What follows belongs to an exercise in optimizing a design on an open flow for small area; a production flow would make more cautious choices. Function was checked by simulation only, so behaviour that the tests miss may differ from the original.

<file path="flow/run.sh">
#!/bin/bash
# synth_recipe.tcl (not shown) runs the flow's synth.tcl, then flattens the netlist and writes it again
# the make line also repeats each setting of config.mk as NAME=value (left out here)
make -C /OpenROAD-flow-scripts/flow DESIGN_CONFIG=/design/flow/config.mk WORK_HOME=/design/flow/orfs CLKGATE_MAP_FILE= SYNTH_SCRIPT=/design/flow/synth_recipe.tcl finish
</file>
<file path="flow/config.mk">
export PLATFORM = sky130hd
export DESIGN_NAME = ddc_top
export DESIGN_NICKNAME = ddc_top
export VERILOG_FILES = /design/flow/design.v
export SDC_FILE = /design/flow/constraint.sdc
export NUM_CORES = 4
export LEC_CHECK = 0
export CAP_MARGIN = 20
export CORE_MARGIN = 2
export CORE_UTILIZATION = 40
export SLEW_MARGIN = 20
</file>
<file path="flow/constraint.sdc">
create_clock -name core_clock -period 10.0 [get_ports {i_clock}]
set_input_delay 2.0000 -clock core_clock [delete_from_list [all_inputs] [get_ports {i_clock}]]
set_output_delay 2.0000 -clock core_clock [all_outputs]
set_load 0.01 [all_outputs]
</file>
<file path="flow/design.v">
`default_nettype none
package ddc_pkg;
    function automatic logic [14:0] qcos(input logic [6:0] k);
        logic [14:0] c;
        case (k)
            7'd0: c = 15'd32767;
            7'd1: c = 15'd32757;
            7'd2: c = 15'd32728;
            7'd3: c = 15'd32678;
            7'd4: c = 15'd32609;
            7'd5: c = 15'd32521;
            7'd6: c = 15'd32412;
            7'd7: c = 15'd32285;
            7'd8: c = 15'd32137;
            7'd9: c = 15'd31971;
            7'd10: c = 15'd31785;
            7'd11: c = 15'd31580;
            7'd12: c = 15'd31356;
            7'd13: c = 15'd31113;
            7'd14: c = 15'd30852;
            7'd15: c = 15'd30571;
            7'd16: c = 15'd30273;
            7'd17: c = 15'd29956;
            7'd18: c = 15'd29621;
            7'd19: c = 15'd29268;
            7'd20: c = 15'd28898;
            7'd21: c = 15'd28510;
            7'd22: c = 15'd28105;
            7'd23: c = 15'd27683;
            7'd24: c = 15'd27245;
            7'd25: c = 15'd26790;
            7'd26: c = 15'd26319;
            7'd27: c = 15'd25832;
            7'd28: c = 15'd25329;
            7'd29: c = 15'd24811;
            7'd30: c = 15'd24279;
            7'd31: c = 15'd23731;
            7'd32: c = 15'd23170;
            7'd33: c = 15'd22594;
            7'd34: c = 15'd22005;
            7'd35: c = 15'd21403;
            7'd36: c = 15'd20787;
            7'd37: c = 15'd20159;
            7'd38: c = 15'd19519;
            7'd39: c = 15'd18868;
            7'd40: c = 15'd18204;
            7'd41: c = 15'd17530;
            7'd42: c = 15'd16846;
            7'd43: c = 15'd16151;
            7'd44: c = 15'd15446;
            7'd45: c = 15'd14732;
            7'd46: c = 15'd14010;
            7'd47: c = 15'd13279;
            7'd48: c = 15'd12539;
            7'd49: c = 15'd11793;
            7'd50: c = 15'd11039;
            7'd51: c = 15'd10278;
            7'd52: c = 15'd9512;
            7'd53: c = 15'd8739;
            7'd54: c = 15'd7962;
            7'd55: c = 15'd7179;
            7'd56: c = 15'd6393;
            7'd57: c = 15'd5602;
            7'd58: c = 15'd4808;
            7'd59: c = 15'd4011;
            7'd60: c = 15'd3212;
            7'd61: c = 15'd2410;
            7'd62: c = 15'd1608;
            7'd63: c = 15'd804;
            7'd64: c = 15'd0;
            default: c = 15'd0;
        endcase
        qcos = c;
    endfunction
endpackage
`default_nettype wire
`timescale 1ns/1ps
`default_nettype none
module ddc_nco (
    input  wire logic        i_clock,
    input  wire logic        i_rst_n,
    input  wire logic        i_valid,
    input  wire logic [31:0] i_phase_inc,
    input  wire logic        i_phase_inc_valid,
    output      logic [7:0]  o_k_early,
    output      logic [7:0]  o_k_late
);
    logic [31:1] acc;
    logic [31:0] inc;
    logic [31:0] phase_late;
    always_ff @(posedge i_clock or negedge i_rst_n) begin
        if (!i_rst_n) begin
            inc <= '0;
            acc <= '0;
        end else if (i_phase_inc_valid) begin
            inc <= i_phase_inc;
            acc <= '0;
        end else if (i_valid) begin
            acc <= acc + inc[30:0];
        end
    end
    assign phase_late = {acc, 1'b0} + inc;
    assign o_k_early  = acc[31:24];
    assign o_k_late   = phase_late[31:24];
endmodule
`default_nettype wire
`timescale 1ns/1ps
`default_nettype none
module ddc_fa (
    input  wire logic i_a,
    input  wire logic i_b,
    input  wire logic i_c,
    output      logic o_s,
    output      logic o_c
);
    assign o_s = i_a ^ i_b ^ i_c;
    assign o_c = (i_a & i_b) | (i_a & i_c) | (i_b & i_c);
endmodule
module ddc_ha (
    input  wire logic i_a,
    input  wire logic i_b,
    output      logic o_s,
    output      logic o_c
);
    assign o_s = i_a ^ i_b;
    assign o_c = i_a & i_b;
endmodule
module ddc_mul (
    input  wire logic [7:0]  i_one,
    input  wire logic [7:0]  i_two,
    input  wire logic [7:0]  i_sg,
    input  wire logic        i_neg,
    input  wire logic [14:0] i_m,
    output      logic [15:0] o_a
);
    logic [7:0]  sn;
    logic [7:0]  sgn, p1, n1, p2, n2;
    logic [30:0] row_a;
    logic [30:0] row_b;
    logic [30:0] sum;
    logic [15:0] pp0;
    logic [15:0] pp1;
    logic [15:0] pp2;
    logic [15:0] pp3;
    logic [15:0] pp4;
    logic [15:0] pp5;
    logic [15:0] pp6;
    logic [15:0] pp7;
    logic t0s, t0c;
    logic t1s, t1c;
    logic t2s, t2c;
    logic t3s, t3c;
    logic t4s, t4c;
    logic t5s, t5c;
    logic t6s, t6c;
    logic t7s, t7c;
    logic t8s, t8c;
    logic t9s, t9c;
    logic t10s, t10c;
    logic t11s, t11c;
    logic t12s, t12c;
    logic t13s, t13c;
    logic t14s, t14c;
    logic t15s, t15c;
    logic t16s, t16c;
    logic t17s, t17c;
    logic t18s, t18c;
    logic t19s, t19c;
    logic t20s, t20c;
    logic t21s, t21c;
    logic t22s, t22c;
    logic t23s, t23c;
    logic t24s, t24c;
    logic t25s, t25c;
    logic t26s, t26c;
    logic t27s, t27c;
    logic t28s, t28c;
    logic t29s, t29c;
    logic t30s, t30c;
    logic t31s, t31c;
    logic t32s, t32c;
    logic t33s, t33c;
    logic t34s, t34c;
    logic t35s, t35c;
    logic t36s, t36c;
    logic t37s, t37c;
    logic t38s, t38c;
    logic t39s, t39c;
    logic t40s, t40c;
    logic t41s, t41c;
    logic t42s, t42c;
    logic t43s, t43c;
    logic t44s, t44c;
    logic t45s, t45c;
    logic t46s, t46c;
    logic t47s, t47c;
    logic t48s, t48c;
    logic t49s, t49c;
    logic t50s, t50c;
    logic t51s, t51c;
    logic t52s, t52c;
    logic t53s, t53c;
    logic t54s, t54c;
    logic t55s, t55c;
    logic t56s, t56c;
    logic t57s, t57c;
    logic t58s, t58c;
    logic t59s, t59c;
    logic t60s, t60c;
    logic t61s, t61c;
    logic t62s, t62c;
    logic t63s, t63c;
    logic t64s, t64c;
    logic t65s, t65c;
    logic t66s, t66c;
    logic t67s, t67c;
    logic t68s, t68c;
    logic t69s, t69c;
    logic t70s, t70c;
    logic t71s, t71c;
    logic t72s, t72c;
    logic t73s, t73c;
    logic t74s, t74c;
    logic t75s, t75c;
    logic t76s, t76c;
    logic t77s, t77c;
    logic t78s, t78c;
    logic t79s, t79c;
    logic t80s, t80c;
    logic t81s, t81c;
    logic t82s, t82c;
    logic t83s, t83c;
    logic t84s, t84c;
    logic t85s, t85c;
    logic t86s, t86c;
    logic t87s, t87c;
    logic t88s, t88c;
    logic t89s, t89c;
    logic t90s, t90c;
    logic t91s, t91c;
    logic t92s, t92c;
    logic t93s, t93c;
    logic t94s, t94c;
    logic t95s, t95c;
    logic t96s, t96c;
    logic t97s, t97c;
    logic t98s, t98c;
    logic t99s, t99c;
    logic t100s, t100c;
    logic t101s, t101c;
    logic t102s, t102c;
    logic t103s, t103c;
    logic t104s, t104c;
    logic t105s, t105c;
    logic t106s, t106c;
    logic t107s, t107c;
    logic t108s, t108c;
    logic t109s, t109c;
    logic t110s, t110c;
    logic t111s, t111c;
    logic t112s, t112c;
    assign sn[0] = i_sg[0] ^ i_neg;
    assign pp0[0] = ((i_one[0] & i_m[0])) ^ sn[0];
    assign pp0[1] = ((i_one[0] & i_m[1]) | (i_two[0] & i_m[0])) ^ sn[0];
    assign pp0[2] = ((i_one[0] & i_m[2]) | (i_two[0] & i_m[1])) ^ sn[0];
    assign pp0[3] = ((i_one[0] & i_m[3]) | (i_two[0] & i_m[2])) ^ sn[0];
    assign pp0[4] = ((i_one[0] & i_m[4]) | (i_two[0] & i_m[3])) ^ sn[0];
    assign pp0[5] = ((i_one[0] & i_m[5]) | (i_two[0] & i_m[4])) ^ sn[0];
    assign pp0[6] = ((i_one[0] & i_m[6]) | (i_two[0] & i_m[5])) ^ sn[0];
    assign pp0[7] = ((i_one[0] & i_m[7]) | (i_two[0] & i_m[6])) ^ sn[0];
    assign pp0[8] = ((i_one[0] & i_m[8]) | (i_two[0] & i_m[7])) ^ sn[0];
    assign pp0[9] = ((i_one[0] & i_m[9]) | (i_two[0] & i_m[8])) ^ sn[0];
    assign pp0[10] = ((i_one[0] & i_m[10]) | (i_two[0] & i_m[9])) ^ sn[0];
    assign pp0[11] = ((i_one[0] & i_m[11]) | (i_two[0] & i_m[10])) ^ sn[0];
    assign pp0[12] = ((i_one[0] & i_m[12]) | (i_two[0] & i_m[11])) ^ sn[0];
    assign pp0[13] = ((i_one[0] & i_m[13]) | (i_two[0] & i_m[12])) ^ sn[0];
    assign pp0[14] = ((i_one[0] & i_m[14]) | (i_two[0] & i_m[13])) ^ sn[0];
    assign pp0[15] = ((i_two[0] & i_m[14])) ^ sn[0];
    assign sn[1] = i_sg[1] ^ i_neg;
    assign pp1[0] = ((i_one[1] & i_m[0])) ^ sn[1];
    assign pp1[1] = ((i_one[1] & i_m[1]) | (i_two[1] & i_m[0])) ^ sn[1];
    assign pp1[2] = ((i_one[1] & i_m[2]) | (i_two[1] & i_m[1])) ^ sn[1];
    assign pp1[3] = ((i_one[1] & i_m[3]) | (i_two[1] & i_m[2])) ^ sn[1];
    assign pp1[4] = ((i_one[1] & i_m[4]) | (i_two[1] & i_m[3])) ^ sn[1];
    assign pp1[5] = ((i_one[1] & i_m[5]) | (i_two[1] & i_m[4])) ^ sn[1];
    assign pp1[6] = ((i_one[1] & i_m[6]) | (i_two[1] & i_m[5])) ^ sn[1];
    assign pp1[7] = ((i_one[1] & i_m[7]) | (i_two[1] & i_m[6])) ^ sn[1];
    assign pp1[8] = ((i_one[1] & i_m[8]) | (i_two[1] & i_m[7])) ^ sn[1];
    assign pp1[9] = ((i_one[1] & i_m[9]) | (i_two[1] & i_m[8])) ^ sn[1];
    assign pp1[10] = ((i_one[1] & i_m[10]) | (i_two[1] & i_m[9])) ^ sn[1];
    assign pp1[11] = ((i_one[1] & i_m[11]) | (i_two[1] & i_m[10])) ^ sn[1];
    assign pp1[12] = ((i_one[1] & i_m[12]) | (i_two[1] & i_m[11])) ^ sn[1];
    assign pp1[13] = ((i_one[1] & i_m[13]) | (i_two[1] & i_m[12])) ^ sn[1];
    assign pp1[14] = ((i_one[1] & i_m[14]) | (i_two[1] & i_m[13])) ^ sn[1];
    assign pp1[15] = ((i_two[1] & i_m[14])) ^ sn[1];
    assign sn[2] = i_sg[2] ^ i_neg;
    assign pp2[0] = ((i_one[2] & i_m[0])) ^ sn[2];
    assign pp2[1] = ((i_one[2] & i_m[1]) | (i_two[2] & i_m[0])) ^ sn[2];
    assign pp2[2] = ((i_one[2] & i_m[2]) | (i_two[2] & i_m[1])) ^ sn[2];
    assign pp2[3] = ((i_one[2] & i_m[3]) | (i_two[2] & i_m[2])) ^ sn[2];
    assign pp2[4] = ((i_one[2] & i_m[4]) | (i_two[2] & i_m[3])) ^ sn[2];
    assign pp2[5] = ((i_one[2] & i_m[5]) | (i_two[2] & i_m[4])) ^ sn[2];
    assign pp2[6] = ((i_one[2] & i_m[6]) | (i_two[2] & i_m[5])) ^ sn[2];
    assign pp2[7] = ((i_one[2] & i_m[7]) | (i_two[2] & i_m[6])) ^ sn[2];
    assign pp2[8] = ((i_one[2] & i_m[8]) | (i_two[2] & i_m[7])) ^ sn[2];
    assign pp2[9] = ((i_one[2] & i_m[9]) | (i_two[2] & i_m[8])) ^ sn[2];
    assign pp2[10] = ((i_one[2] & i_m[10]) | (i_two[2] & i_m[9])) ^ sn[2];
    assign pp2[11] = ((i_one[2] & i_m[11]) | (i_two[2] & i_m[10])) ^ sn[2];
    assign pp2[12] = ((i_one[2] & i_m[12]) | (i_two[2] & i_m[11])) ^ sn[2];
    assign pp2[13] = ((i_one[2] & i_m[13]) | (i_two[2] & i_m[12])) ^ sn[2];
    assign pp2[14] = ((i_one[2] & i_m[14]) | (i_two[2] & i_m[13])) ^ sn[2];
    assign pp2[15] = ((i_two[2] & i_m[14])) ^ sn[2];
    assign sn[3] = i_sg[3] ^ i_neg;
    assign pp3[0] = ((i_one[3] & i_m[0])) ^ sn[3];
    assign pp3[1] = ((i_one[3] & i_m[1]) | (i_two[3] & i_m[0])) ^ sn[3];
    assign pp3[2] = ((i_one[3] & i_m[2]) | (i_two[3] & i_m[1])) ^ sn[3];
    assign pp3[3] = ((i_one[3] & i_m[3]) | (i_two[3] & i_m[2])) ^ sn[3];
    assign pp3[4] = ((i_one[3] & i_m[4]) | (i_two[3] & i_m[3])) ^ sn[3];
    assign pp3[5] = ((i_one[3] & i_m[5]) | (i_two[3] & i_m[4])) ^ sn[3];
    assign pp3[6] = ((i_one[3] & i_m[6]) | (i_two[3] & i_m[5])) ^ sn[3];
    assign pp3[7] = ((i_one[3] & i_m[7]) | (i_two[3] & i_m[6])) ^ sn[3];
    assign pp3[8] = ((i_one[3] & i_m[8]) | (i_two[3] & i_m[7])) ^ sn[3];
    assign pp3[9] = ((i_one[3] & i_m[9]) | (i_two[3] & i_m[8])) ^ sn[3];
    assign pp3[10] = ((i_one[3] & i_m[10]) | (i_two[3] & i_m[9])) ^ sn[3];
    assign pp3[11] = ((i_one[3] & i_m[11]) | (i_two[3] & i_m[10])) ^ sn[3];
    assign pp3[12] = ((i_one[3] & i_m[12]) | (i_two[3] & i_m[11])) ^ sn[3];
    assign pp3[13] = ((i_one[3] & i_m[13]) | (i_two[3] & i_m[12])) ^ sn[3];
    assign pp3[14] = ((i_one[3] & i_m[14]) | (i_two[3] & i_m[13])) ^ sn[3];
    assign pp3[15] = ((i_two[3] & i_m[14])) ^ sn[3];
    assign sn[4] = i_sg[4] ^ i_neg;
    assign pp4[0] = ((i_one[4] & i_m[0])) ^ sn[4];
    assign pp4[1] = ((i_one[4] & i_m[1]) | (i_two[4] & i_m[0])) ^ sn[4];
    assign pp4[2] = ((i_one[4] & i_m[2]) | (i_two[4] & i_m[1])) ^ sn[4];
    assign pp4[3] = ((i_one[4] & i_m[3]) | (i_two[4] & i_m[2])) ^ sn[4];
    assign pp4[4] = ((i_one[4] & i_m[4]) | (i_two[4] & i_m[3])) ^ sn[4];
    assign pp4[5] = ((i_one[4] & i_m[5]) | (i_two[4] & i_m[4])) ^ sn[4];
    assign pp4[6] = ((i_one[4] & i_m[6]) | (i_two[4] & i_m[5])) ^ sn[4];
    assign pp4[7] = ((i_one[4] & i_m[7]) | (i_two[4] & i_m[6])) ^ sn[4];
    assign pp4[8] = ((i_one[4] & i_m[8]) | (i_two[4] & i_m[7])) ^ sn[4];
    assign pp4[9] = ((i_one[4] & i_m[9]) | (i_two[4] & i_m[8])) ^ sn[4];
    assign pp4[10] = ((i_one[4] & i_m[10]) | (i_two[4] & i_m[9])) ^ sn[4];
    assign pp4[11] = ((i_one[4] & i_m[11]) | (i_two[4] & i_m[10])) ^ sn[4];
    assign pp4[12] = ((i_one[4] & i_m[12]) | (i_two[4] & i_m[11])) ^ sn[4];
    assign pp4[13] = ((i_one[4] & i_m[13]) | (i_two[4] & i_m[12])) ^ sn[4];
    assign pp4[14] = ((i_one[4] & i_m[14]) | (i_two[4] & i_m[13])) ^ sn[4];
    assign pp4[15] = ((i_two[4] & i_m[14])) ^ sn[4];
    assign sn[5] = i_sg[5] ^ i_neg;
    assign pp5[0] = ((i_one[5] & i_m[0])) ^ sn[5];
    assign pp5[1] = ((i_one[5] & i_m[1]) | (i_two[5] & i_m[0])) ^ sn[5];
    assign pp5[2] = ((i_one[5] & i_m[2]) | (i_two[5] & i_m[1])) ^ sn[5];
    assign pp5[3] = ((i_one[5] & i_m[3]) | (i_two[5] & i_m[2])) ^ sn[5];
    assign pp5[4] = ((i_one[5] & i_m[4]) | (i_two[5] & i_m[3])) ^ sn[5];
    assign pp5[5] = ((i_one[5] & i_m[5]) | (i_two[5] & i_m[4])) ^ sn[5];
    assign pp5[6] = ((i_one[5] & i_m[6]) | (i_two[5] & i_m[5])) ^ sn[5];
    assign pp5[7] = ((i_one[5] & i_m[7]) | (i_two[5] & i_m[6])) ^ sn[5];
    assign pp5[8] = ((i_one[5] & i_m[8]) | (i_two[5] & i_m[7])) ^ sn[5];
    assign pp5[9] = ((i_one[5] & i_m[9]) | (i_two[5] & i_m[8])) ^ sn[5];
    assign pp5[10] = ((i_one[5] & i_m[10]) | (i_two[5] & i_m[9])) ^ sn[5];
    assign pp5[11] = ((i_one[5] & i_m[11]) | (i_two[5] & i_m[10])) ^ sn[5];
    assign pp5[12] = ((i_one[5] & i_m[12]) | (i_two[5] & i_m[11])) ^ sn[5];
    assign pp5[13] = ((i_one[5] & i_m[13]) | (i_two[5] & i_m[12])) ^ sn[5];
    assign pp5[14] = ((i_one[5] & i_m[14]) | (i_two[5] & i_m[13])) ^ sn[5];
    assign pp5[15] = ((i_two[5] & i_m[14])) ^ sn[5];
    assign sn[6] = i_sg[6] ^ i_neg;
    assign pp6[0] = ((i_one[6] & i_m[0])) ^ sn[6];
    assign pp6[1] = ((i_one[6] & i_m[1]) | (i_two[6] & i_m[0])) ^ sn[6];
    assign pp6[2] = ((i_one[6] & i_m[2]) | (i_two[6] & i_m[1])) ^ sn[6];
    assign pp6[3] = ((i_one[6] & i_m[3]) | (i_two[6] & i_m[2])) ^ sn[6];
    assign pp6[4] = ((i_one[6] & i_m[4]) | (i_two[6] & i_m[3])) ^ sn[6];
    assign pp6[5] = ((i_one[6] & i_m[5]) | (i_two[6] & i_m[4])) ^ sn[6];
    assign pp6[6] = ((i_one[6] & i_m[6]) | (i_two[6] & i_m[5])) ^ sn[6];
    assign pp6[7] = ((i_one[6] & i_m[7]) | (i_two[6] & i_m[6])) ^ sn[6];
    assign pp6[8] = ((i_one[6] & i_m[8]) | (i_two[6] & i_m[7])) ^ sn[6];
    assign pp6[9] = ((i_one[6] & i_m[9]) | (i_two[6] & i_m[8])) ^ sn[6];
    assign pp6[10] = ((i_one[6] & i_m[10]) | (i_two[6] & i_m[9])) ^ sn[6];
    assign pp6[11] = ((i_one[6] & i_m[11]) | (i_two[6] & i_m[10])) ^ sn[6];
    assign pp6[12] = ((i_one[6] & i_m[12]) | (i_two[6] & i_m[11])) ^ sn[6];
    assign pp6[13] = ((i_one[6] & i_m[13]) | (i_two[6] & i_m[12])) ^ sn[6];
    assign pp6[14] = ((i_one[6] & i_m[14]) | (i_two[6] & i_m[13])) ^ sn[6];
    assign pp6[15] = ((i_two[6] & i_m[14])) ^ sn[6];
    assign sn[7] = i_sg[7] ^ i_neg;
    assign pp7[0] = ((i_one[7] & i_m[0])) ^ sn[7];
    assign pp7[1] = ((i_one[7] & i_m[1]) | (i_two[7] & i_m[0])) ^ sn[7];
    assign pp7[2] = ((i_one[7] & i_m[2]) | (i_two[7] & i_m[1])) ^ sn[7];
    assign pp7[3] = ((i_one[7] & i_m[3]) | (i_two[7] & i_m[2])) ^ sn[7];
    assign pp7[4] = ((i_one[7] & i_m[4]) | (i_two[7] & i_m[3])) ^ sn[7];
    assign pp7[5] = ((i_one[7] & i_m[5]) | (i_two[7] & i_m[4])) ^ sn[7];
    assign pp7[6] = ((i_one[7] & i_m[6]) | (i_two[7] & i_m[5])) ^ sn[7];
    assign pp7[7] = ((i_one[7] & i_m[7]) | (i_two[7] & i_m[6])) ^ sn[7];
    assign pp7[8] = ((i_one[7] & i_m[8]) | (i_two[7] & i_m[7])) ^ sn[7];
    assign pp7[9] = ((i_one[7] & i_m[9]) | (i_two[7] & i_m[8])) ^ sn[7];
    assign pp7[10] = ((i_one[7] & i_m[10]) | (i_two[7] & i_m[9])) ^ sn[7];
    assign pp7[11] = ((i_one[7] & i_m[11]) | (i_two[7] & i_m[10])) ^ sn[7];
    assign pp7[12] = ((i_one[7] & i_m[12]) | (i_two[7] & i_m[11])) ^ sn[7];
    assign pp7[13] = ((i_one[7] & i_m[13]) | (i_two[7] & i_m[12])) ^ sn[7];
    assign pp7[14] = ((i_one[7] & i_m[14]) | (i_two[7] & i_m[13])) ^ sn[7];
    assign pp7[15] = ((i_two[7] & i_m[14])) ^ sn[7];
    ddc_ha u1 (.i_a(pp0[14]), .i_b(pp1[12]), .o_s(t0s), .o_c(t0c));
    ddc_ha u2 (.i_a(pp0[10]), .i_b(pp1[8]), .o_s(t1s), .o_c(t1c));
    ddc_ha u3 (.i_a(pp0[11]), .i_b(pp1[9]), .o_s(t2s), .o_c(t2c));
    ddc_fa u4 (.i_a(pp0[12]), .i_b(pp1[10]), .i_c(pp2[8]), .o_s(t3s), .o_c(t3c));
    ddc_ha u5 (.i_a(pp3[6]), .i_b(pp4[4]), .o_s(t4s), .o_c(t4c));
    ddc_fa u6 (.i_a(pp0[13]), .i_b(pp1[11]), .i_c(pp2[9]), .o_s(t5s), .o_c(t5c));
    ddc_ha u7 (.i_a(pp3[7]), .i_b(pp4[5]), .o_s(t6s), .o_c(t6c));
    ddc_fa u8 (.i_a(t0s), .i_b(pp2[10]), .i_c(pp3[8]), .o_s(t7s), .o_c(t7c));
    ddc_fa u9 (.i_a(pp4[6]), .i_b(pp5[4]), .i_c(pp6[2]), .o_s(t8s), .o_c(t8c));
    ddc_ha u10 (.i_a(pp7[0]), .i_b(sn[7]), .o_s(t9s), .o_c(t9c));
    ddc_fa u11 (.i_a(t0c), .i_b(pp0[15]), .i_c(pp1[13]), .o_s(t10s), .o_c(t10c));
    ddc_fa u12 (.i_a(pp2[11]), .i_b(pp3[9]), .i_c(pp4[7]), .o_s(t11s), .o_c(t11c));
    ddc_fa u13 (.i_a(pp5[5]), .i_b(pp6[3]), .i_c(pp7[1]), .o_s(t12s), .o_c(t12c));
    ddc_fa u14 (.i_a(~sn[0]), .i_b(pp1[14]), .i_c(pp2[12]), .o_s(t13s), .o_c(t13c));
    ddc_fa u15 (.i_a(pp3[10]), .i_b(pp4[8]), .i_c(pp5[6]), .o_s(t14s), .o_c(t14c));
    ddc_fa u16 (.i_a(pp6[4]), .i_b(pp7[2]), .i_c(1'b1), .o_s(t15s), .o_c(t15c));
    ddc_fa u17 (.i_a(pp1[15]), .i_b(pp2[13]), .i_c(pp3[11]), .o_s(t16s), .o_c(t16c));
    ddc_fa u18 (.i_a(pp4[9]), .i_b(pp5[7]), .i_c(pp6[5]), .o_s(t17s), .o_c(t17c));
    ddc_ha u19 (.i_a(pp7[3]), .i_b(1'b1), .o_s(t18s), .o_c(t18c));
    ddc_fa u20 (.i_a(~sn[1]), .i_b(pp2[14]), .i_c(pp3[12]), .o_s(t19s), .o_c(t19c));
    ddc_fa u21 (.i_a(pp4[10]), .i_b(pp5[8]), .i_c(pp6[6]), .o_s(t20s), .o_c(t20c));
    ddc_fa u22 (.i_a(pp2[15]), .i_b(pp3[13]), .i_c(pp4[11]), .o_s(t21s), .o_c(t21c));
    ddc_ha u23 (.i_a(pp5[9]), .i_b(pp6[7]), .o_s(t22s), .o_c(t22c));
    ddc_fa u24 (.i_a(~sn[2]), .i_b(pp3[14]), .i_c(pp4[12]), .o_s(t23s), .o_c(t23c));
    ddc_ha u25 (.i_a(pp3[15]), .i_b(pp4[13]), .o_s(t24s), .o_c(t24c));
    ddc_ha u26 (.i_a(pp0[6]), .i_b(pp1[4]), .o_s(t25s), .o_c(t25c));
    ddc_ha u27 (.i_a(pp0[7]), .i_b(pp1[5]), .o_s(t26s), .o_c(t26c));
    ddc_fa u28 (.i_a(pp0[8]), .i_b(pp1[6]), .i_c(pp2[4]), .o_s(t27s), .o_c(t27c));
    ddc_ha u29 (.i_a(pp3[2]), .i_b(pp4[0]), .o_s(t28s), .o_c(t28c));
    ddc_fa u30 (.i_a(pp0[9]), .i_b(pp1[7]), .i_c(pp2[5]), .o_s(t29s), .o_c(t29c));
    ddc_ha u31 (.i_a(pp3[3]), .i_b(pp4[1]), .o_s(t30s), .o_c(t30c));
    ddc_fa u32 (.i_a(t1s), .i_b(pp2[6]), .i_c(pp3[4]), .o_s(t31s), .o_c(t31c));
    ddc_fa u33 (.i_a(pp4[2]), .i_b(pp5[0]), .i_c(sn[5]), .o_s(t32s), .o_c(t32c));
    ddc_fa u34 (.i_a(t1c), .i_b(t2s), .i_c(pp2[7]), .o_s(t33s), .o_c(t33c));
    ddc_fa u35 (.i_a(pp3[5]), .i_b(pp4[3]), .i_c(pp5[1]), .o_s(t34s), .o_c(t34c));
    ddc_fa u36 (.i_a(t2c), .i_b(t3s), .i_c(t4s), .o_s(t35s), .o_c(t35c));
    ddc_fa u37 (.i_a(pp5[2]), .i_b(pp6[0]), .i_c(sn[6]), .o_s(t36s), .o_c(t36c));
    ddc_fa u38 (.i_a(t3c), .i_b(t4c), .i_c(t5s), .o_s(t37s), .o_c(t37c));
    ddc_fa u39 (.i_a(t6s), .i_b(pp5[3]), .i_c(pp6[1]), .o_s(t38s), .o_c(t38c));
    ddc_fa u40 (.i_a(t5c), .i_b(t6c), .i_c(t7s), .o_s(t39s), .o_c(t39c));
    ddc_fa u41 (.i_a(t8s), .i_b(t9s), .i_c(1'b1), .o_s(t40s), .o_c(t40c));
    ddc_fa u42 (.i_a(t7c), .i_b(t8c), .i_c(t9c), .o_s(t41s), .o_c(t41c));
    ddc_fa u43 (.i_a(t10s), .i_b(t11s), .i_c(t12s), .o_s(t42s), .o_c(t42c));
    ddc_fa u44 (.i_a(t10c), .i_b(t11c), .i_c(t12c), .o_s(t43s), .o_c(t43c));
    ddc_fa u45 (.i_a(t13s), .i_b(t14s), .i_c(t15s), .o_s(t44s), .o_c(t44c));
    ddc_fa u46 (.i_a(t13c), .i_b(t14c), .i_c(t15c), .o_s(t45s), .o_c(t45c));
    ddc_fa u47 (.i_a(t16s), .i_b(t17s), .i_c(t18s), .o_s(t46s), .o_c(t46c));
    ddc_fa u48 (.i_a(t16c), .i_b(t17c), .i_c(t18c), .o_s(t47s), .o_c(t47c));
    ddc_fa u49 (.i_a(t19s), .i_b(t20s), .i_c(pp7[4]), .o_s(t48s), .o_c(t48c));
    ddc_fa u50 (.i_a(t19c), .i_b(t20c), .i_c(t21s), .o_s(t49s), .o_c(t49c));
    ddc_fa u51 (.i_a(t22s), .i_b(pp7[5]), .i_c(1'b1), .o_s(t50s), .o_c(t50c));
    ddc_fa u52 (.i_a(t21c), .i_b(t22c), .i_c(t23s), .o_s(t51s), .o_c(t51c));
    ddc_fa u53 (.i_a(pp5[10]), .i_b(pp6[8]), .i_c(pp7[6]), .o_s(t52s), .o_c(t52c));
    ddc_fa u54 (.i_a(t23c), .i_b(t24s), .i_c(pp5[11]), .o_s(t53s), .o_c(t53c));
    ddc_fa u55 (.i_a(pp6[9]), .i_b(pp7[7]), .i_c(1'b1), .o_s(t54s), .o_c(t54c));
    ddc_fa u56 (.i_a(t24c), .i_b(~sn[3]), .i_c(pp4[14]), .o_s(t55s), .o_c(t55c));
    ddc_fa u57 (.i_a(pp5[12]), .i_b(pp6[10]), .i_c(pp7[8]), .o_s(t56s), .o_c(t56c));
    ddc_fa u58 (.i_a(pp4[15]), .i_b(pp5[13]), .i_c(pp6[11]), .o_s(t57s), .o_c(t57c));
    ddc_ha u59 (.i_a(pp7[9]), .i_b(1'b1), .o_s(t58s), .o_c(t58c));
    ddc_fa u60 (.i_a(~sn[4]), .i_b(pp5[14]), .i_c(pp6[12]), .o_s(t59s), .o_c(t59c));
    ddc_ha u61 (.i_a(pp5[15]), .i_b(pp6[13]), .o_s(t60s), .o_c(t60c));
    ddc_ha u62 (.i_a(pp0[4]), .i_b(pp1[2]), .o_s(t61s), .o_c(t61c));
    ddc_ha u63 (.i_a(pp0[5]), .i_b(pp1[3]), .o_s(t62s), .o_c(t62c));
    ddc_fa u64 (.i_a(t25s), .i_b(pp2[2]), .i_c(pp3[0]), .o_s(t63s), .o_c(t63c));
    ddc_fa u65 (.i_a(t25c), .i_b(t26s), .i_c(pp2[3]), .o_s(t64s), .o_c(t64c));
    ddc_fa u66 (.i_a(t26c), .i_b(t27s), .i_c(t28s), .o_s(t65s), .o_c(t65c));
    ddc_fa u67 (.i_a(t27c), .i_b(t28c), .i_c(t29s), .o_s(t66s), .o_c(t66c));
    ddc_fa u68 (.i_a(t29c), .i_b(t30c), .i_c(t31s), .o_s(t67s), .o_c(t67c));
    ddc_fa u69 (.i_a(t31c), .i_b(t32c), .i_c(t33s), .o_s(t68s), .o_c(t68c));
    ddc_fa u70 (.i_a(t33c), .i_b(t34c), .i_c(t35s), .o_s(t69s), .o_c(t69c));
    ddc_fa u71 (.i_a(t35c), .i_b(t36c), .i_c(t37s), .o_s(t70s), .o_c(t70c));
    ddc_fa u72 (.i_a(t37c), .i_b(t38c), .i_c(t39s), .o_s(t71s), .o_c(t71c));
    ddc_fa u73 (.i_a(t39c), .i_b(t40c), .i_c(t41s), .o_s(t72s), .o_c(t72c));
    ddc_fa u74 (.i_a(t41c), .i_b(t42c), .i_c(t43s), .o_s(t73s), .o_c(t73c));
    ddc_fa u75 (.i_a(t43c), .i_b(t44c), .i_c(t45s), .o_s(t74s), .o_c(t74c));
    ddc_fa u76 (.i_a(t45c), .i_b(t46c), .i_c(t47s), .o_s(t75s), .o_c(t75c));
    ddc_fa u77 (.i_a(t47c), .i_b(t48c), .i_c(t49s), .o_s(t76s), .o_c(t76c));
    ddc_fa u78 (.i_a(t49c), .i_b(t50c), .i_c(t51s), .o_s(t77s), .o_c(t77c));
    ddc_fa u79 (.i_a(t51c), .i_b(t52c), .i_c(t53s), .o_s(t78s), .o_c(t78c));
    ddc_fa u80 (.i_a(t53c), .i_b(t54c), .i_c(t55s), .o_s(t79s), .o_c(t79c));
    ddc_fa u81 (.i_a(t55c), .i_b(t56c), .i_c(t57s), .o_s(t80s), .o_c(t80c));
    ddc_fa u82 (.i_a(t57c), .i_b(t58c), .i_c(t59s), .o_s(t81s), .o_c(t81c));
    ddc_fa u83 (.i_a(t59c), .i_b(t60s), .i_c(pp7[11]), .o_s(t82s), .o_c(t82c));
    ddc_fa u84 (.i_a(t60c), .i_b(~sn[5]), .i_c(pp6[14]), .o_s(t83s), .o_c(t83c));
    ddc_ha u85 (.i_a(pp6[15]), .i_b(pp7[13]), .o_s(t84s), .o_c(t84c));
    ddc_ha u86 (.i_a(pp0[2]), .i_b(pp1[0]), .o_s(t85s), .o_c(t85c));
    ddc_ha u87 (.i_a(pp0[3]), .i_b(pp1[1]), .o_s(t86s), .o_c(t86c));
    ddc_fa u88 (.i_a(t61s), .i_b(pp2[0]), .i_c(sn[2]), .o_s(t87s), .o_c(t87c));
    ddc_fa u89 (.i_a(t61c), .i_b(t62s), .i_c(pp2[1]), .o_s(t88s), .o_c(t88c));
    ddc_fa u90 (.i_a(t62c), .i_b(t63s), .i_c(sn[3]), .o_s(t89s), .o_c(t89c));
    ddc_fa u91 (.i_a(t63c), .i_b(t64s), .i_c(pp3[1]), .o_s(t90s), .o_c(t90c));
    ddc_fa u92 (.i_a(t64c), .i_b(t65s), .i_c(sn[4]), .o_s(t91s), .o_c(t91c));
    ddc_fa u93 (.i_a(t65c), .i_b(t66s), .i_c(t30s), .o_s(t92s), .o_c(t92c));
    ddc_fa u94 (.i_a(t66c), .i_b(t67s), .i_c(t32s), .o_s(t93s), .o_c(t93c));
    ddc_fa u95 (.i_a(t67c), .i_b(t68s), .i_c(t34s), .o_s(t94s), .o_c(t94c));
    ddc_fa u96 (.i_a(t68c), .i_b(t69s), .i_c(t36s), .o_s(t95s), .o_c(t95c));
    ddc_fa u97 (.i_a(t69c), .i_b(t70s), .i_c(t38s), .o_s(t96s), .o_c(t96c));
    ddc_fa u98 (.i_a(t70c), .i_b(t71s), .i_c(t40s), .o_s(t97s), .o_c(t97c));
    ddc_fa u99 (.i_a(t71c), .i_b(t72s), .i_c(t42s), .o_s(t98s), .o_c(t98c));
    ddc_fa u100 (.i_a(t72c), .i_b(t73s), .i_c(t44s), .o_s(t99s), .o_c(t99c));
    ddc_fa u101 (.i_a(t73c), .i_b(t74s), .i_c(t46s), .o_s(t100s), .o_c(t100c));
    ddc_fa u102 (.i_a(t74c), .i_b(t75s), .i_c(t48s), .o_s(t101s), .o_c(t101c));
    ddc_fa u103 (.i_a(t75c), .i_b(t76s), .i_c(t50s), .o_s(t102s), .o_c(t102c));
    ddc_fa u104 (.i_a(t76c), .i_b(t77s), .i_c(t52s), .o_s(t103s), .o_c(t103c));
    ddc_fa u105 (.i_a(t77c), .i_b(t78s), .i_c(t54s), .o_s(t104s), .o_c(t104c));
    ddc_fa u106 (.i_a(t78c), .i_b(t79s), .i_c(t56s), .o_s(t105s), .o_c(t105c));
    ddc_fa u107 (.i_a(t79c), .i_b(t80s), .i_c(t58s), .o_s(t106s), .o_c(t106c));
    ddc_fa u108 (.i_a(t80c), .i_b(t81s), .i_c(pp7[10]), .o_s(t107s), .o_c(t107c));
    ddc_fa u109 (.i_a(t81c), .i_b(t82s), .i_c(1'b1), .o_s(t108s), .o_c(t108c));
    ddc_fa u110 (.i_a(t82c), .i_b(t83s), .i_c(pp7[12]), .o_s(t109s), .o_c(t109c));
    ddc_fa u111 (.i_a(t83c), .i_b(t84s), .i_c(1'b1), .o_s(t110s), .o_c(t110c));
    ddc_fa u112 (.i_a(t84c), .i_b(~sn[6]), .i_c(pp7[14]), .o_s(t111s), .o_c(t111c));
    ddc_ha u113 (.i_a(pp7[15]), .i_b(1'b1), .o_s(t112s), .o_c(t112c));
    assign row_a = {t112c, t111c, t110c, t109c, t108c, t107c, t106c, t105c, t104c, t103c, t102c, t101c, t100c, t99c, t98c, t97c, t96c, t95c, t94c, t93c, t92c, t91c, t90c, t89c, t88c, t87c, t86c, t85c, t85s, pp0[1], pp0[0]};
    assign row_b = {~sn[7], t112s, t111s, t110s, t109s, t108s, t107s, t106s, t105s, t104s, t103s, t102s, t101s, t100s, t99s, t98s, t97s, t96s, t95s, t94s, t93s, t92s, t91s, t90s, t89s, t88s, t87s, t86s, sn[1], 1'b0, sn[0]};
    assign sum = row_a + row_b;
    assign o_a = sum[30:15];
endmodule
module ddc_mixer_lane (
    input  wire logic signed [15:0] i_sample,
    input  wire logic [7:0]         i_k,
    output      logic signed [15:0] o_i,
    output      logic signed [15:0] o_q
);
    logic [1:0]  quad;
    logic [5:0]  r;
    logic [6:0]  r_neg;
    logic [6:0]  idx_c;
    logic [6:0]  idx_s;
    logic [14:0] mag_c;
    logic [14:0] mag_s;
    logic [16:0] sx;
    logic [7:0]  one;
    logic [7:0]  two;
    logic [7:0]  sg;
    assign quad  = i_k[7:6];
    assign r     = i_k[5:0];
    assign r_neg = 7'd64 - {1'b0, r};
    assign idx_c = quad[0] ? r_neg : {1'b0, r};
    assign idx_s = quad[0] ? {1'b0, r} : r_neg;
    assign mag_c = ddc_pkg::qcos(idx_c);
    assign mag_s = ddc_pkg::qcos(idx_s);
    assign sx = {i_sample, 1'b0};
    always_comb begin
        for (int j = 0; j < 8; j++) begin
            one[j] = sx[2*j+1] ^ sx[2*j];
            two[j] = (sx[2*j+2] & ~sx[2*j+1] & ~sx[2*j]) | (~sx[2*j+2] & sx[2*j+1] & sx[2*j]);
            sg[j]  = sx[2*j+2];
        end
    end
    ddc_mul mul_c (.i_one(one), .i_two(two), .i_sg(sg), .i_neg(quad[1] ^ quad[0]), .i_m(mag_c), .o_a(o_i));
    ddc_mul mul_s (.i_one(one), .i_two(two), .i_sg(sg), .i_neg(quad[1]),           .i_m(mag_s), .o_a(o_q));
endmodule
`default_nettype wire
`timescale 1ns/1ps
`default_nettype none
module ddc_halfband_decim (
    input  wire logic               i_clock,
    input  wire logic               i_rst_n,
    input  wire logic signed [15:0] i_a,
    input  wire logic signed [15:0] i_b,
    input  wire logic               i_valid,
    output      logic signed [15:0] o_y
);
    logic signed [21:0] r1;
    logic signed [20:0] r2;
    logic signed [15:0] r3;
    logic signed [19:0] a9;
    logic signed [21:0] sum;
    logic signed [16:0] sum_sh;
    assign a9 = (20'(i_a) <<< 3) + 20'(i_a);
    always_ff @(posedge i_clock or negedge i_rst_n) begin
        if (!i_rst_n) begin
            r1 <= '0;
            r2 <= '0;
            r3 <= '0;
        end else if (i_valid) begin
            r1 <= 22'(a9) + 22'(r2);
            r2 <= 21'(a9) - 21'(r3) + (21'(i_b) <<< 4);
            r3 <= i_a;
        end
    end
    assign sum    = r1 - 22'(i_a) + 22'sd16;
    assign sum_sh = sum[21:5];
    assign o_y    = (sum_sh > 17'sd32767)  ? 16'sd32767 :
                    (sum_sh < -17'sd32768) ? -16'sd32768 : sum_sh[15:0];
endmodule
`default_nettype wire
`timescale 1ns/1ps
`default_nettype none
module ddc_top (
    input  wire logic        i_clock,
    input  wire logic        i_rst_n,
    input  wire logic [31:0] i_sample,
    input  wire logic        i_valid,
    input  wire logic [31:0] i_phase_inc,
    input  wire logic        i_phase_inc_valid,
    output      logic [31:0] o_iq,
    output      logic        o_valid
);
    logic [7:0]  k_early;
    logic [7:0]  k_late;
    logic [31:0] sample_q;
    logic [7:0]  k_early_q;
    logic [7:0]  k_late_q;
    logic        valid_q;
    logic signed [15:0] a_i, a_q, b_i, b_q;
    ddc_nco nco_i (
        .i_clock          (i_clock),
        .i_rst_n          (i_rst_n),
        .i_valid          (i_valid),
        .i_phase_inc      (i_phase_inc),
        .i_phase_inc_valid(i_phase_inc_valid),
        .o_k_early        (k_early),
        .o_k_late         (k_late)
    );
    always_ff @(posedge i_clock) begin
        sample_q  <= i_sample;
        k_early_q <= k_early;
        k_late_q  <= k_late;
    end
    always_ff @(posedge i_clock or negedge i_rst_n) begin
        if (!i_rst_n) valid_q <= 1'b0;
        else          valid_q <= i_valid;
    end
    ddc_mixer_lane mixer_early_i (
        .i_sample(sample_q[31:16]),
        .i_k     (k_early_q),
        .o_i     (a_i),
        .o_q     (a_q)
    );
    ddc_mixer_lane mixer_late_i (
        .i_sample(sample_q[15:0]),
        .i_k     (k_late_q),
        .o_i     (b_i),
        .o_q     (b_q)
    );
    ddc_halfband_decim hb_i_i (
        .i_clock(i_clock), .i_rst_n(i_rst_n),
        .i_a(a_i), .i_b(b_i), .i_valid(valid_q), .o_y(o_iq[31:16])
    );
    ddc_halfband_decim hb_q_i (
        .i_clock(i_clock), .i_rst_n(i_rst_n),
        .i_a(a_q), .i_b(b_q), .i_valid(valid_q), .o_y(o_iq[15:0])
    );
    assign o_valid = valid_q;
endmodule
`default_nettype wire
</file>
==> qor.yml <==
setup_viol: 80
synth_most_common_cell: "inv_1"
grt_overflow: 0
skew_ps: 52.84
place_congestion: 0.9709
dr.first_iter.drc_count: 3337
grt_usage_pct: 27.04
cts_inserted_buffers: 35
fp.dieW_um: 351.0
crit_top_cell: "a21o_1"
fin_nets: 8234
slew_violations: 0
grt_pass1_wl_um: 267900
startpoint: "k_early_q[1]"
hold_violations: 0
synth_top_family_by_area: "adder cells"
status: "failed layout checks"
ys.flop_type: "dfrtp_1"
cts_buffer_depth: 3
synthSimpleGateAreaFrac_pct: 11.09
antenna_cells: 0
die_area_um2: 123200
ant_nets: 0
cap_violations: 0
io_pins: 101
syn_area_um2: 48160
vias_per_cell: 5.461
cp_slowest_cell: "fa_1"
row_count: 127
hold_end: "k_early_q[7]"
synth.top_cells.by_count: "inv_1 (679), xnor2_1 (671), ha_1 (450), nor2_1 (400), nand2_1 (366)"
grt_util_met3_pct: 2.776
place_hpwl_um: 134100
synth_seq_cells: 230
clock_sinks: 230
cts_tree: "done"
hold_ws_ps: 432.3
hold_path_startpoint: "nco_i.acc[31]"
maxSlewHeadroom_pct: 29.90
final_core_util_pct: 56.51
timing.reg2reg.setup_slack_ps: -1440
grt_pass1_vias: 49350
use_met2_pct: 46.11
synthAdderAreaFrac_pct: 26.91
crit_type: "reg -> out"
top_usage_layer: "met2"
synth.distinct_cells: 110
io_buffer_count: 100
fmax_mhz: 79.33
drive_gt1_share_pct: 33.65
worstMarginPinSlew_ps: 1041
worst_setup_path_start_kind: "flop"
synth-compound-area-share_pct: 22.66
dr.pass1.iters: 5
rsz0062_at_grt: "true"
vias: 49130
multi_input_area_um2: 42490
ys_top_cells_by_area: "fa_1 (15%), xnor2_1 (12%), ha_1 (12%), dfrtp_1 (9.5%), inv_1 (5.3%)"
path_max_fanout: 6
fillCellCount: 10800
min_path_type: "reg -> reg"
final.period_utilization_pct: 126.1
ff2ff_path_depth: 61
core_um2: 119700
yosys.area.top_type: "fa_1"
wl_um: 171500
synth_edf_count: 0
drcViolationCount: 0
synth-xor-area-share_pct: 15.50
async_flop_share_pct: 79.13
htreeDepth: 2
finalWorstSetupSlack_ps: -2606
cts-root-buf: "clkbuf_16"
syn-num-nets: 6874
place_area_um2: 61330
clk_pin_slew_ps: 50
worstReg2RegStart: "k_early_q[1]"
holdPathStages: 0
cp.arrival_ps: 10610
ys_seq_area_share_pct: 11.45
fin_crit_ps: 12610
synth.avg_cell_area_um2: 8.029
stdcell_area_um2: 67620
synthMuxAreaShare_pct: 3.892
clk_latency_ps: 610
use_met1_pct: 35.04
wl_per_cell_um: 19.07
grt_max_degree: 83
crit_path_max_incr_delay_ps: 570
area_delta_synth_final_pct: 40.41
so.violations: "setup timing"
worstSetupEndpointType: "primary output"
grt_antenna_before_repair: 0
start_util_pct: 40.25
yosysTopAreaCellShare_pct: 14.88
worstReg2RegEnd: "hb_q_i.r2[20]"
worst_ep_required_time_ps: 8000
synthCells: 5998
yosys_warnings: 4
die_h_um: 351.0
seqCellArea_um2: 5528
==> worst max path at each step <==
stage,to,slack [ps]
floorplan,o_iq[10],-1910
finish,o_iq[4],-2610
global placement,o_iq[3],-2580
global route,o_iq[6],-3150
detailed placement,o_iq[0],-2640
CTS,o_iq[4],-2500
==> area by class of cell <==
type,instances,area share (%)
clock inverter,10,0.1832
clock buffer,53,1.545
multi-input combinational,4695,62.84
tap,1612,2.983
timing repair buffer,1690,20.32
sequential,230,8.175
inverter,706,3.954
==> cell families (layout without fill, tap and decap cells) <==
group,Yosys count,count (layout)
and+or+nand+nor,1180,1181
buffers and inverters,1074,2459
xor gates and xnor gates,843,843
adders and majority gates,824,824
DFF,230,230
muxes,171,171
AOI/OAI and AO/OA,1676,1676
==> stage by stage <==
step | setup slack, ps | TNS [ps] | cells
CTS | -2502 | -134760 | 8908
detailed placement | -2643 | -122090 | 8721
floorplan | -1908 | -70430 | 5998
finish | -2606 | -117970 | 8996
global route | -3154 | -158160 | 8996
global placement | -2579 | -118520 | 8721
==> placed cells by master (no fill, tap or decap), types with 34 or more instances in the layout <==
master           netlist  layout
o21a_1                42      42
nand2_1              366     339
ha_1                 450     395
inv_1                679     632
buf_6                  2     111
nor2b_1               47      42
mux2i_1               50      48
xor2_1               163     148
dfrtp_1              182     181
o21bai_1              57      44
mux2_2               120      87
xnor2_2                7      76
o21ai_1               42      54
buf_4                  4    1444
o211ai_1              63      63
o21ai_2                1      35
nor3_1                83      71
dfxtp_1               48      43
a22oi_1               90      75
nand3_1               76      66
a21oi_1              345     248
o21ai_0              255     199
clkdlybuf4s50_1        0      65
fa_1                 358     340
nor2_1               400     371
a21o_1               103     101
ha_4                   0      48
o22ai_1              357     326
a21oi_2                3      75
a211oi_1              49      34
xnor2_1              671     595
clkbuf_16              0      37
inv_2                 23      63
==> per-layer routing <==
layer	part of all wire (%)	vias up
met3	5.2	377
met4	4.2	0
li1	-	23460
met5	0	-
met2	48	1611
met1	43	23680
==> timing repair <==
| action | CTS | global route |
|---|---|---|
| gates cloned | 4 | 1 |
| resized for setup | 390 | 500 |
| hold buffers | 0 | 0 |
| buffers inserted | 122 | 125 |
| endpoints found under the setup margin | 83 | 98 |
| pin swaps | 125 | 328 |
==> flip-flops by register name, summed over array words and instances, names as in the netlist, 8 cells and up <==
signal and flops:
hb_i_i.r2 21, nco_i.inc 32, hb_q_i.r1 22, hb_i_i.r3 16, sample_q 32, k_late_q 8, k_early_q 8, hb_i_i.r1 22
nco_i.acc 31, hb_q_i.r3 16, hb_q_i.r2 21
==> worst max-delay path: cells and delay by family, from the launching register on <==
kind                       cells  cell delay [ps]
and+or+nand+nor               11             1700
DFF                            1              330
adders and majority gates      5             2110
buffers and inverters         13             1520
AOI/OAI and AO/OA             23             3720
xor gates and xnor gates       3              620

static timing again, ports no longer ideal:
In the flow no input, the clock included, has a driving cell. The finished layout below was timed again as built, in two steps.
Step 1 (the two cells are an assumption about what drives the block):
set clk [get_ports {i_clock}]
set_driving_cell -lib_cell sky130_fd_sc_hd__clkbuf_16 $clk
set_driving_cell -lib_cell sky130_fd_sc_hd__buf_2 [delete_from_list [all_inputs] $clk]
Step 2 also shifts input and output timing later by t, the mid clock arrival at the registers, as if the neighbouring blocks saw the same clock.
a / b / c = ideal ports / drivers / drivers and shift; a / b = the first two.
shift t [ns]: 0.657
setup slack, ns: -2.606 / -2.677 / -2.021
latest minus earliest clock arrival (ns): 0.053 / 0.053
slew at the worst register clock pin (ns): 0.07 / 0.07
pins driven straight from the clock port: 1
For this run, drivers alone change the setup slack by -0.071 ns; drivers and shift together by +0.585 ns.
